What follows belongs to an exercise in optimizing a design on an open flow for small area, a short achievable clock period and few clock cycles; a production flow would make more cautious choices.
Function was checked by simulation only, so behaviour that the tests miss may differ from the original.

==> flow/design.v, too long to show whole: its modules and the start of the top module <==
// module md_sched: 148 lines
// module md_div: 2302 lines
// module md_mul: 2691 lines
// module md_fa: 4 lines
// module md_ha: 4 lines
module md_sched #(
    parameter int unsigned MULT_CYCLES = 0,
    parameter int unsigned DIV_STEPS   = 8
) (
    input  logic        clk,
    input  logic        reset,
    input  logic        start,
    input  logic [3:0]  md_op,
    input  logic [31:0] rs,
    input  logic [31:0] rt,
    input  logic        id_md_use,
    output logic        busy,
    output logic        stall,
    output logic [31:0] hi,
    output logic [31:0] lo
);
  // ...
==> flow/run.sh <==
#!/bin/bash
# synth_recipe.tcl (not shown) runs the flow's synth.tcl, then flattens the netlist and writes it again
# the make line also repeats each setting of config.mk as NAME=value (left out here)
make -C /OpenROAD-flow-scripts/flow DESIGN_CONFIG=/design/flow/config.mk WORK_HOME=/design/flow/orfs CLKGATE_MAP_FILE= SYNTH_SCRIPT=/design/flow/synth_recipe.tcl finish
==> flow/config.mk <==
export PLATFORM = sky130hd
export DESIGN_NAME = md_sched
export DESIGN_NICKNAME = md_sched
export VERILOG_FILES = /design/flow/design.v
export SDC_FILE = /design/flow/constraint.sdc
export NUM_CORES = 4
export LEC_CHECK = 0
export CAP_MARGIN = 0
export CORE_MARGIN = 2
export CORE_UTILIZATION = 55
export SLEW_MARGIN = 0
export SYNTH_HIERARCHICAL = 1
export SYNTH_MINIMUM_KEEP_SIZE = 0
==> flow/constraint.sdc <==
create_clock -name core_clock -period 110.0 [get_ports {clk}]
set_input_delay 22.0000 -clock core_clock [delete_from_list [all_inputs] [get_ports {clk}]]
set_output_delay 22.0000 -clock core_clock [all_outputs]
set_load 0.01 [all_outputs]
==> out/metrics.csv, run 1 <==
metric,value,unit
ys_warn_count,10,
critPathKind,in -> out,
crit_path_end,stall,
inv_count,319,
timing.rr.start,b_q[1]$_DFFE_PP_,
clk_latency,0.38,ns
layout-drive-gt1-share,6.61,%
coreArea,91700,um^2
largest_class,multi-input combinational cells,
grt_util_all_layers,43.6,%
muxShareOfSynthArea,4.43,%
drt_first_pass_iters,6,
die_y,308,um
postPlaceCellArea,52900,um^2
gp_congestion,1.01,
grt_max_degree,77,
hold_viol,0,
cts-root-buf,clkbuf_16,
yosysSeqAreaShare,5.32,%
busiest_layer,met2,
path_buf_inv,2,
status,no timing/DRC/antenna violations,
clock-sinks,102,
cts_max_path_buffers,2,
grt_setup_unrepaired,no,
tns,0,ns
Testbench counts, summed over its fixed seeds: cycles 4,057.
==> inputs of run 2 (changes only) <==
--- a/flow/config.mk
+++ b/flow/config.mk
@@ -6,8 +6,8 @@
 export NUM_CORES = 4
 export LEC_CHECK = 0
-export CAP_MARGIN = 0
+export CAP_MARGIN = 20
 export CORE_MARGIN = 2
-export CORE_UTILIZATION = 55
-export SLEW_MARGIN = 0
+export CORE_UTILIZATION = 40
+export SLEW_MARGIN = 20
 export SYNTH_HIERARCHICAL = 1
 export SYNTH_MINIMUM_KEEP_SIZE = 0
==> out/metrics.csv, run 2 <==
metric,value,unit,change
max-cap-violations,0,,
synth.area.top_cells,"fa_1 (27%), xnor2_1 (13%), ha_1 (8.7%)",,
finalClockSkew,0.0123,ns,
synth_compound_area_share,21.7,%,
cts-root-buf,clkbuf_16,,
path_buf_inv,2,,unchanged
hpwlAfterDp,157000,um,
layout_commonest_cell,xnor2_1,,
wl,207000,um,
coreArea,126000,um^2,+38%
area_delta_synth_final,5.75,%,
grt_setup_unrepaired,no,,
cts_resized,0,,
grt_pass1_vias,46486,,
initial_core_util,40.4,%,
drc,0,,
post_cts_buffers,0,,
ys_warn_count,10,,unchanged
hp-start,cnt[2]$_DFFE_PN0P_,,
whs_endpoint,cnt[2]$_DFFE_PN0P_,,
yosysMostFrequentCell,xnor2_1,,
rr_worst_depth,120,,
synth_top_family_by_area,adder cells,,
via_per_inst,6.44,,
synthArstFlopShare,68.6,%,
layout-drive-gt1-share,6.87,%,+0.27 points
muxShareOfSynthArea,4.43,%,unchanged
hold_class,reg -> reg,,
holdPathStages,1,,
tns,0,ns,unchanged
reg2reg_to,hi_q[12]$_DFFE_PN0P_,,
syn-instance-count,5759,,
slowest_delay,0.64,ns,
worstPathArrival,23.66,ns,
synthFlopType,dfrtp_1,,
gp_congestion,0.981,,-2.9%
synthTopCellsByCount,"xnor2_1 (783), fa_1 (683), a22oi_1 (545)",,
status,no timing/DRC/antenna violations,,
synth_largest_area_cell,fa_1,,
fmax,21.9,MHz,
die_width,361,um,
grt-ovfl-total,0,,
cts-hold-fix-buffers,0,,
die_y,361,um,+17%
clk_latency,0.37,ns,about the same
yosysSeqAreaShare,5.32,%,unchanged
clk_pin_slew,0.07,ns,
crit_family,buffers and inverters,,
ys_ff_latch,102,,
crit_slowest_cell,clkdlybuf4s50_1,,
dpl_worst_slack,64.33,ns,
grt_util_all_layers,31.1,%,-12 points
worstPathCellList,clkdlybuf4s50_1 -> mux2i_1 -> a21oi_1 -> nor2b_1 -> clkdlybuf4s50_1,,
rrSetupSlack,76.79,ns,
io_buffers,137,,
grt_pass1_wl,306000,um,
drtIter0Drc,5621,,
worst_slew_pin_slew,1.27,ns,
cp-start-kind,input port,,
synth_top_area_share,26.8,%,
syn_nets,6868,,
final-max-slew-violation-count,0,,
routedWlPerCell,28.7,um,
n_fill_cell,12462,,
drt.antenna.violating_nets,0,,
drt_first_pass_iters,7,,+1
hold_viol,0,,unchanged
yosys.area_share.simple,9.65,%,
end_kind,primary output,,
reg.largest.list,"b_q x32, hi_q x32, lo_q x32",,
antenna_found_initial,5,,
cpMostUsedCell,clkdlybuf4s50_1,,
cts_buffers,9,,
die_area,130000,um^2,
layout.nets,6675,,
fin_crit,45.66,ns,
rows,130,,
synth_fa_ha_area_share,36.0,%,
critPathKind,in -> out,,
synth.cell_area,50900,um^2,
setup_slack,64.34,ns,
io_pins,138,,
timing.rr.start,b_q[1]$_DFFE_PP_,,
avgSynthCellArea,8.85,um^2,
setup_viol,0,,
cts_tree,yes,,
synth-xor-area-share,16.3,%,
fin_crit_sh,41.5,%,
clock-sinks,102,,unchanged
cts_max_level,3,,
grt_max_degree,68,,-12%
synth_edf_count,32,,
crit_fanout,10,,
synth_cell_types,116,,
final_cell_mix,"xnor2_1 (782), fa_1 (683), a22oi_1 (545)",,
via_count,46505,,
slew_headroom,15.0,%,
worstPathRequired,88.00,ns,
cts_max_path_buffers,2,,unchanged
[run 2: cell counts after synthesis]
No cell type changed its count.
[run 2: logic make-up (layout without fill, tap and decap cells)]
logic type	count (synthesis)	after routing
compound gates	1633	1633
xor+xnor	950	950
fa+ha+maj	1058	1058
buf+inv	815	627
flops	102	102
mux	214	214
other cells	1	3
simple gates	986	986
[run 2: Yosys stat by module, one instance, submodules excluded]
module    cell area (um^2)  cells inside  copies in the design  flip-flops and latches
md_ha                 12.5             1                    46                       0
md_div               14100          1647                     1                       0
md_mul               13400          1930                     1                       0
md_sched             11700          1575                     1                     102
md_fa                 20.0             1                   561                       0
[run 2: worst max-delay path by stage]
stage / from / cells past startpoint / to / slack [ns]
2_1_floorplan: md_op[1] / 4 / stall / 65.40
4_1_cts: md_op[3] / 5 / stall / 64.33
5_1_grt: md_op[3] / 5 / stall / 64.24
6_report: md_op[3] / 5 / stall / 64.34
3_5_place_dp: md_op[3] / 5 / stall / 64.33
3_3_place_gp: md_op[3] / 5 / stall / 64.27
[run 2: area by class of cell]
cell class	count	area [um^2]	share of cell area, %
clock buffer	11	243	0.451
multi-input combinational	4842	45200	84.0
tap	1650	2060	3.83
timing repair buffer	292	2360	4.39
clock inverter	5	42.5	0.0790
inverter	319	1200	2.23
antenna	2	5.00	0.00929
sequential	102	2720	5.05
[run 2: per-layer routing]
layer	GRT usage, %	routed length (um)	vias up
met1	40.6	82100	23228
met2	47.9	90500	2854
li1	-	-	19829
met4	16.4	12400	6
met5	0	39	-
met3	7.30	22300	588
[run 2: worst reg2reg max path, delay by kind of cell (launching register included)]
family / cells / cell delay [ns]
flip-flops: 1 / 0.72
AO/OA/AOI/OAI: 64 / 18.31
AND/OR/NAND/NOR: 25 / 4.96
buffers and inverters: 16 / 3.88
adder cells (fa/ha/maj): 9 / 2.61
multiplexers: 6 / 2.53
[run 2: metrics by stage]
stage | cell area (um^2) | hold slack, ns | util [%] | cells
global route | 53900 | 0.539 | 42.7 | 7221
floorplan | 50900 | 0.472 | - | 5759
global placement | 53600 | 0.499 | 42.5 | 7205
detailed placement | 53600 | 0.507 | 42.5 | 7205
finish | 53900 | 0.522 | 42.7 | 7223
CTS | 53900 | 0.520 | 42.7 | 7221

[port drivers added, routing unchanged]
The flow's constraints put no driver on any port. The routed layouts listed below were extracted and timed again, unchanged, in two steps.
Step 1 sets driving cells, clkbuf_16 on the clock port and buf_2 on the other inputs (assumed; they add their load-dependent delay and slew).
Step 2 times the ports against the registers' clock, not the clock port: input delays grow and output delays shrink by t, the midpoint of the rising clock arrivals with the driver on.
a / b / c = no drivers / after step 1 / after step 2; a / b = the first two.
run | shift t [ns] | setup WS [ns] | slew at the worst register clock pin (ns) | worst slew at a driven data input, ns | pins driven straight from the clock port
run 1 | 0.428 | 64.356 / 64.333 / 64.333 | 0.08 / 0.08 | 0.20 | 1
run 2 | 0.426 | 64.337 / 64.314 / 64.314 | 0.08 / 0.08 | 0.13 | 1
After both steps setup and hold are still met in every run listed.
